Source: an optimization exercise on an open RTL-to-GDS flow (aim: small area and a short achievable clock period). Production flows keep margins and buffers that such runs may drop. In this exercise RTL edits were held to simulation tests only and were not proved equivalent to the original. Power and IR drop assume default switching activity.

==> flow/design.v <==
package readout_pkg;
	localparam logic [1:0] IDLE = 2'd0;
	localparam logic [1:0] SEND = 2'd1;
	localparam logic [1:0] DONE = 2'd2;
	localparam logic [15:0] MARKER_WORD = 16'h700C;
	localparam logic [15:0] CLOSE_WORD = 16'h7FFF;
	localparam logic [3:0] STATUS_NIBBLE = 4'h7;
	localparam int HDR_WORDS = 2;  
	localparam int TRL_WORDS = 4;  
	function automatic logic [14:0] crc15_d13(input logic [12:0] d, input logic [14:0] c);
		logic [14:0] n;
		integer i;
		n[0] = d[0] ^ c[2];
		for (i = 1; i <= 12; i = i + 1) begin
			n[i] = d[i-1] ^ d[i] ^ c[i+1] ^ c[i+2];
		end
		n[13] = d[12] ^ c[14] ^ c[0];
		n[14] = c[1];
		crc15_d13 = n;
	endfunction
endpackage
`timescale 1ns/10ps
module sync_fifo #(
	parameter int WIDTH = 13,
	parameter int DEPTH = 32,
	parameter int NHI = DEPTH / 8 + 1
)(
	input  logic                  RCLK,
	input  logic                  phase_i,   
	input  logic                  do_wr_i,
	input  logic [WIDTH-1:0]      din_i,
	input  logic                  do_rd_i,
	input  logic [7:0]            cnt_lo_i,  
	input  logic [NHI-1:0]        cnt_hi_i,  
	output logic [WIDTH-1:0]      dout_o     
);
	logic [DEPTH-1:0][WIDTH-1:0] mem;
	logic [DEPTH:0] at;        
	logic [DEPTH-1:0] ld;      
	logic [DEPTH-1:0] sh;      
	logic [DEPTH-1:0] hd;      
	logic [WIDTH-1:0] din_x;
	logic wr_rd, wr_nrd, rd_nwr, nrd_nwr;
	always_comb begin
		for (int i = 0; i <= DEPTH; i++) at[i] = cnt_lo_i[i % 8] && cnt_hi_i[i / 8];
	end
	assign wr_rd = do_wr_i && do_rd_i;
	assign wr_nrd = do_wr_i && !do_rd_i;
	assign rd_nwr = do_rd_i && !do_wr_i;
	assign nrd_nwr = !do_rd_i && !do_wr_i;
	for (genvar i = 0; i < DEPTH; i++) begin : g_ctl
		sync_fifo_ctl ctl (
			.wr_rd_i(wr_rd), .wr_nrd_i(wr_nrd), .rd_nwr_i(rd_nwr), .nrd_nwr_i(nrd_nwr),
			.at_i(at[i]), .at_next_i(at[i+1]),
			.ld_o(ld[i]), .sh_o(sh[i]), .hd_o(hd[i])
		);
	end
	assign din_x = din_i ^ {WIDTH{phase_i}};
	logic [DEPTH-1:0][WIDTH-1:0] mem_d;
	for (genvar i = 0; i < DEPTH; i++) begin : g_row
		sync_fifo_row #(.WIDTH(WIDTH)) row (
			.ld_i(ld[i]), .sh_i(sh[i]), .hd_i(hd[i]),
			.din_i(din_x), .next_i(mem[(i + 1) % DEPTH]), .self_i(mem[i]),
			.d_o(mem_d[i])
		);
	end
	always_ff @(posedge RCLK) begin
		mem <= mem_d;
	end
	assign dout_o = mem[0] ^ {WIDTH{phase_i}};
endmodule
module sync_fifo_row #(
	parameter int WIDTH = 13
)(
	input  logic             ld_i,
	input  logic             sh_i,
	input  logic             hd_i,
	input  logic [WIDTH-1:0] din_i,
	input  logic [WIDTH-1:0] next_i,
	input  logic [WIDTH-1:0] self_i,
	output logic [WIDTH-1:0] d_o
);
	assign d_o = ~(({WIDTH{ld_i}} & din_i) | ({WIDTH{sh_i}} & next_i) | ({WIDTH{hd_i}} & self_i));
endmodule
module sync_fifo_ctl (
	input  logic wr_rd_i,     
	input  logic wr_nrd_i,    
	input  logic rd_nwr_i,    
	input  logic nrd_nwr_i,   
	input  logic at_i,        
	input  logic at_next_i,   
	output logic ld_o,
	output logic sh_o,
	output logic hd_o
);
	assign ld_o = (wr_rd_i && at_next_i) || (wr_nrd_i && at_i);
	assign sh_o = rd_nwr_i || (wr_rd_i && !at_next_i);
	assign hd_o = nrd_nwr_i || (wr_nrd_i && !at_i);
endmodule
`timescale 1ns/10ps
`timescale 1ns/10ps
`timescale 1ns/10ps
module eth_readout (
	input  logic                  RCLK,
	input  logic                  RST_RESYNC,
	input  logic                  smp_wr_en_i,
	input  logic [11:0]           smp_data_i,
	input  logic                  smp_ovlp_i,
	input  logic                  l1a_wr_en_i,
	input  logic [23:0]           l1a_num_i,
	input  logic                  warn_i,
	input  logic                  txack_i,
	output logic [15:0]           txd_o,
	output logic                  txd_valid_o,
	output logic                  evt_buf_amt_o,
	output logic                  evt_buf_afl_o
);
	logic phase;
	always_ff @(posedge RCLK) begin
		phase <= ~phase;
	end
	logic send;         
	logic done;         
	logic [3:0] slot;
	logic rd_phase;     
	logic adv;
	logic smp_rd;
	assign adv = send && txack_i;
	assign smp_rd = rd_phase && txack_i;
	logic [7:0] smp_lo;
	logic [4:0] smp_hi;
	logic smp_full;
	logic smp_do_wr;
	logic smp_inc;
	logic smp_dec;
	logic [12:0] smp_head;
	logic amt_n;        
	assign evt_buf_amt_o = ~amt_n;
	assign smp_full = smp_hi[4];
	assign smp_do_wr = smp_wr_en_i && (!smp_full || smp_rd);
	assign smp_inc = smp_do_wr && !smp_rd;
	assign smp_dec = smp_rd && !smp_do_wr;
	always_ff @(posedge RCLK or posedge RST_RESYNC) begin
		if (RST_RESYNC) begin
			smp_lo <= 8'b0000_0001;
			smp_hi <= 5'b0_0001;
			amt_n <= 1'b0;
			evt_buf_afl_o <= 1'b0;
		end else begin
			if (smp_inc) begin
				smp_lo <= {smp_lo[6:0], smp_lo[7]};
				if (smp_lo[7]) smp_hi <= {smp_hi[3:0], 1'b0};
			end else if (smp_dec) begin
				smp_lo <= {smp_lo[0], smp_lo[7:1]};
				if (smp_lo[0]) smp_hi <= {1'b0, smp_hi[4:1]};
			end
			amt_n <= !smp_hi[0] || (smp_inc ? (|smp_lo[7:4]) : smp_dec ? (|smp_lo[7:6]) : (|smp_lo[7:5]));
			evt_buf_afl_o <= smp_hi[4] || (smp_hi[3] && (smp_inc ? (|smp_lo[7:3]) : smp_dec ? (|smp_lo[7:5]) : (|smp_lo[7:4])));
		end
	end
	sync_fifo #(.WIDTH(13), .DEPTH(32)) smp_fifo (
		.RCLK(RCLK), .phase_i(phase),
		.do_wr_i(smp_do_wr), .din_i({smp_ovlp_i, smp_data_i}),
		.do_rd_i(smp_rd), .cnt_lo_i(smp_lo), .cnt_hi_i(smp_hi), .dout_o(smp_head)
	);
	logic [7:0] l1a_lo;
	logic [2:0] l1a_hi;
	logic [4:0] l1a_count;
	logic l1a_do_wr;
	logic l1a_inc;
	logic l1a_dec;
	logic [24:0] l1a_head;
	assign l1a_do_wr = l1a_wr_en_i && (!l1a_hi[2] || done);
	assign l1a_inc = l1a_do_wr && !done;
	assign l1a_dec = done && !l1a_do_wr;
	always_ff @(posedge RCLK or posedge RST_RESYNC) begin
		if (RST_RESYNC) begin
			l1a_lo <= 8'b0000_0001;
			l1a_hi <= 3'b001;
		end else begin
			if (l1a_inc) begin
				l1a_lo <= {l1a_lo[6:0], l1a_lo[7]};
				if (l1a_lo[7]) l1a_hi <= {l1a_hi[1:0], 1'b0};
			end else if (l1a_dec) begin
				l1a_lo <= {l1a_lo[0], l1a_lo[7:1]};
				if (l1a_lo[0]) l1a_hi <= {1'b0, l1a_hi[2:1]};
			end
		end
	end
	assign l1a_count = {l1a_hi[2], l1a_hi[1],
		l1a_lo[4] | l1a_lo[5] | l1a_lo[6] | l1a_lo[7],
		l1a_lo[2] | l1a_lo[3] | l1a_lo[6] | l1a_lo[7],
		l1a_lo[1] | l1a_lo[3] | l1a_lo[5] | l1a_lo[7]};
	sync_fifo #(.WIDTH(25), .DEPTH(16)) l1a_fifo (
		.RCLK(RCLK), .phase_i(phase),
		.do_wr_i(l1a_do_wr), .din_i({warn_i, l1a_num_i}),
		.do_rd_i(done), .cnt_lo_i(l1a_lo), .cnt_hi_i(l1a_hi), .dout_o(l1a_head)
	);
	always_ff @(posedge RCLK or posedge RST_RESYNC) begin
		if (RST_RESYNC) begin
			send <= 1'b0;
			done <= 1'b0;
			slot <= '0;
			rd_phase <= 1'b0;
		end else begin
			done <= adv && (slot == 4'd13);
			if (send) begin
				if (adv && slot == 4'd13) send <= 1'b0;
			end else if (!done) begin
				send <= !(l1a_lo[0] && l1a_hi[0]) && !smp_hi[0];
			end
			if (!send) slot <= '0;
			else if (txack_i) slot <= slot + 4'd1;
			rd_phase <= send && (txack_i ? (slot >= 4'd1 && slot <= 4'd8) : (slot >= 4'd2 && slot <= 4'd9));
		end
	end
	logic [12:0] word1;  
	logic [3:0] slot1;
	logic [14:0] crc;
	logic valid1;
	always_ff @(posedge RCLK) begin
		if (adv) begin
			slot1 <= slot;
			if (slot == 4'd0) word1 <= {1'b0, l1a_head[23:12]};
			else if (slot == 4'd1) word1 <= {1'b0, l1a_head[11:0]};
			else word1 <= {~smp_head[12], smp_head[11:0]};
			if (slot == 4'd0) crc <= '0;
			else crc <= readout_pkg::crc15_d13({1'b0, word1[11:0]}, crc);
		end
	end
	always_ff @(posedge RCLK) begin
		case (slot1)
			4'd10: txd_o <= {1'b0, crc};
			4'd11: txd_o <= readout_pkg::MARKER_WORD;
			4'd12: txd_o <= {readout_pkg::STATUS_NIBBLE, l1a_head[5:0], l1a_count, l1a_head[24]};
			4'd13: txd_o <= readout_pkg::CLOSE_WORD;
			default: txd_o <= {1'b0, word1[12], 2'b00, word1[11:0]};
		endcase
	end
	always_ff @(posedge RCLK or posedge RST_RESYNC) begin
		if (RST_RESYNC) begin
			valid1 <= 1'b0;
			txd_valid_o <= 1'b0;
		end else begin
			if (txack_i) valid1 <= adv;
			txd_valid_o <= txack_i && valid1;
		end
	end
endmodule
clock: 3.0 ns
lec_check: 0
cap_margin: 20
core_margin: 2
core_utilization: 65
setup_slack_margin: 1.0
slew_margin: 20
synth_hierarchical: 1
synth_minimum_keep_size: 0
standard.sh (not shown) runs the stock make flow with config.mk's settings and CLKGATE_MAP_FILE= SYNTH_SCRIPT=/design/flow/synth_recipe.tcl, a recipe that flattens the netlist after the stock synthesis.
==> flow/flow/run.sh <==
#!/bin/bash
# Standard ORFS layout (the standard.sh, standard synthesis) with a few
# ORFS variables changed:
#  - port buffers are buf_4 cells, and sizing may change a cell's footprint,
#  - CTS without dummy loads and with larger sink clusters.
# Each step's full output is in synth.log / layout.log here and in orfs/logs.
set -euo pipefail
bash standard.sh synth > synth.log 2>&1
bash standard.sh MATCH_CELL_FOOTPRINT=0 \
  "BUFFER_PORTS_ARGS=-buffer_cell sky130_fd_sc_hd__buf_4" \
  "CTS_ARGS=-sink_clustering_enable -repair_clock_nets -dont_use_dummy_load -sink_clustering_size 24 -sink_clustering_max_diameter 80" \
  finish > layout.log 2>&1
Rerun with:
- CORE_UTILIZATION: 65 -> 55
=>
- die area goes up by about a fifth
- combinational power goes down slightly
- design area goes up slightly
- sequential power is about the same
- clock-buffer cell count goes up by 1
- synthesized cell count stays the same
- first-iteration DRC count goes down by a few percent
- wire length goes up slightly

re-timing with driven ports:
In the flow no input, the clock included, has a driving cell. The finished layouts below were timed again as built, in two steps. Step 1: set_driving_cell puts a clkbuf_16 on RCLK and a buf_2 on each other input, an assumption about the parent block. Step 2 moves the port delays by t, midway between the first and last clock arrival at a register: inputs arrive t later, outputs are due t later. That takes back most of the time a late clock gives input paths. Three values: ideal ports, drivers, drivers and shift; two values: the first two.
run	shift t [ns]	setup WS [ns]	clock arrival spread, ns	worst data-port slew with drivers (ns)
the first run	0.661	1.039 / 1.039 / 0.654	0.044 / 0.045	0.06
the second run	0.651	1.031 / 1.031 / 0.619	0.036 / 0.036	0.07
After both steps setup and hold are still met in every run listed. For the second run, which loses most, drivers alone change the setup slack by 0.000 ns; drivers and shift together by -0.412 ns.
